What follows belongs to an exercise in optimizing a design on an open flow for small area, a short achievable clock period and few clock cycles per item; a production flow would make more cautious choices. In this exercise RTL edits were held to simulation tests only and were not proved equivalent to the original.

## before
// ppg_beat_trough_detector
module ppg_beat_trough_detector (
  input  logic                                clk_i,
  input  logic                                rst_ni,
  input  logic                                s_axis_tvalid,
  output logic                                s_axis_tready,
  input  logic [pbtd_pkg::IN_TDATA_W-1:0]     s_axis_tdata,
  output logic                                m_axis_tvalid,
  input  logic                                m_axis_tready,
  output logic [pbtd_pkg::OUT_TDATA_W-1:0]    m_axis_tdata,
  input  logic                                cfg_valid_i,
  output logic                                cfg_ready_o,
  input  logic [pbtd_pkg::CFG_IDX_W-1:0]      cfg_index_i,
  input  logic [pbtd_pkg::CFG_DATA_W-1:0]     cfg_data_i
);
==> flow/config.mk <==
export PLATFORM = sky130hd
export DESIGN_NAME = ppg_beat_trough_detector
export DESIGN_NICKNAME = ppg_beat_trough_detector
export VERILOG_FILES = /design/flow/design.v
export SDC_FILE = /design/flow/constraint.sdc
export NUM_CORES = 4
export LEC_CHECK = 0
export CAP_MARGIN = 20
export CORE_MARGIN = 2
export CORE_UTILIZATION = 40
export CTS_CLUSTER_DIAMETER = 80
export CTS_CLUSTER_SIZE = 25
export SLEW_MARGIN = 20
export SYNTH_HIERARCHICAL = 1
export SYNTH_MINIMUM_KEEP_SIZE = 0
==> flow/constraint.sdc <==
create_clock -name core_clock -period 21.0 [get_ports {clk_i}]
set_input_delay 4.2000 -clock core_clock [delete_from_list [all_inputs] [get_ports {clk_i}]]
set_output_delay 4.2000 -clock core_clock [all_outputs]
set_load 0.01 [all_outputs]
standard.sh (not shown) runs the stock make flow with config.mk's settings and CLKGATE_MAP_FILE= SYNTH_SCRIPT=/design/flow/synth_recipe.tcl, a recipe that flattens the netlist after the stock synthesis.
==> flow/flow/run.sh <==
#!/bin/bash
set -euo pipefail
bash standard.sh synth > synth.log 2>&1
bash standard.sh SETUP_SLACK_MARGIN=15.5 MATCH_CELL_FOOTPRINT=0 \
  "BUFFER_PORTS_ARGS=-buffer_cell sky130_fd_sc_hd__buf_2" finish > layout.log 2>&1
Testbench counts of before, summed over its fixed seeds: cycles 16,128, items 16,000.
Here is what was changed in the inputs of after compared with before.
--- a/flow/design.v
+++ b/flow/design.v
@@ -1567,50 +1567,28 @@
     end
   end
   always_ff @(posedge clk_i) begin
     if (go) begin
       delta_r_q <= delta;
       warm_r_q  <= warm_l_q;
     end
   end
-  logic signed [34:0] prev_q, ac;
-  logic [7:0]         refr_q, refr_d;
-  logic [18:0]        ac_hi;
-  logic               hit, pv_q;
-  assign ac_hi = d_q[34:16] - delta_r_q;
-  assign ac    = $signed({ac_hi, d_q[15:0]});
-  assign hit   = pv_q && ($signed(prev_q[34:16]) < $signed(cfg.trough_threshold)) && (ac > prev_q);
-  always_comb begin
-    refr_d = refr_q;
-    beat   = 1'b0;
-    if (warm_r_q) begin
-      if (refr_q != 8'd0) begin
-        refr_d = refr_q - 8'd1;
-      end else if (hit) begin
-        beat   = 1'b1;
-        refr_d = cfg.refractory_len;
-      end
-    end
-  end
-  always_ff @(posedge clk_i or negedge rst_ni) begin
-    if (!rst_ni) begin
-      pv_q   <= 1'b0;
-      refr_q <= '0;
-    end else if (push) begin
-      pv_q   <= 1'b1;
-      refr_q <= refr_d;
-    end
-  end
-  always_ff @(posedge clk_i) begin
-    if (push) begin
-      prev_q <= ac;
-    end
-  end
-  assign level = (ac_hi == 19'h40000) ? 19'h40001 : ac_hi;
+  pbtd_beat_detect u_beat (
+    .clk_i      (clk_i),
+    .rst_ni     (rst_ni),
+    .push_i     (push),
+    .warm_i     (warm_r_q),
+    .d_i        (d_q),
+    .delta_i    (delta_r_q),
+    .thr_i      (cfg.trough_threshold),
+    .refr_len_i (cfg.refractory_len),
+    .beat_o     (beat),
+    .level_o    (level)
+  );
   logic        out_vld_q, skid_vld_q;
   logic [20:0] out_q, skid_q, res;
   assign res = {warm_r_q, level, beat};
   assign go  = !skid_vld_q;
   assign busy_nx = skid_vld_q || (out_vld_q && push);
   always_ff @(posedge clk_i or negedge rst_ni) begin
     if (!rst_ni) begin
       out_vld_q  <= 1'b0;
Results
- The run showing the greater count of buffering cells on the critical path with inverters included is before.
- Wire: after routes more than before
- Summary — utilization, after relative to before: lower, by 0.94 points.
- after went all the way through synthesis, placement and routing and the layout is clean on timing, DRC and antenna.
- Maximum frequency deteriorates in after relative to before.
- Taking before as the reference, in after post-route worst setup slack has decreased, length of routed wiring on met1 rose 2.9%, iteration-0 DRC count of the detailed router held, per-cell via count in the routed design saw an increase.
- Compared with before, after shows a number of distinct library cells after synthesis that is 9 higher.
- before → after: final standard cell area without fillers roughly the same; register-to-register slack went down.
Testbench counts of after, summed over its fixed seeds: cycles 16,128, items 16,000.

==> afterwards: timing with drivers on the ports <==
How much do the figures lean on ideal ports? The routed layouts below were timed once more, with nothing changed but the port constraints. Step 1, drivers: a clkbuf_16 drives clk_i and a buf_2 each remaining input, both assumed. Step 2, shift: input delay + t, output delay - t, t = (earliest + latest rising clock arrival at the registers) / 2. This alone moves slack from input paths to output paths. Slacks: ideal / step 1 / step 2; pairs: ideal / step 1.
run	t (ns)	setup slack, ns	slew at the worst register clock pin (ns)	pins driven straight from the clock port
before	0.665	15.557 / 15.553 / 15.184	0.10 / 0.10	1
after	0.657	15.540 / 15.485 / 15.032	0.10 / 0.10	1
After both steps setup and hold are still met in every run listed. The setup slack of after, which loses most, moves by -0.055 ns with the drivers and by -0.508 ns with both steps.
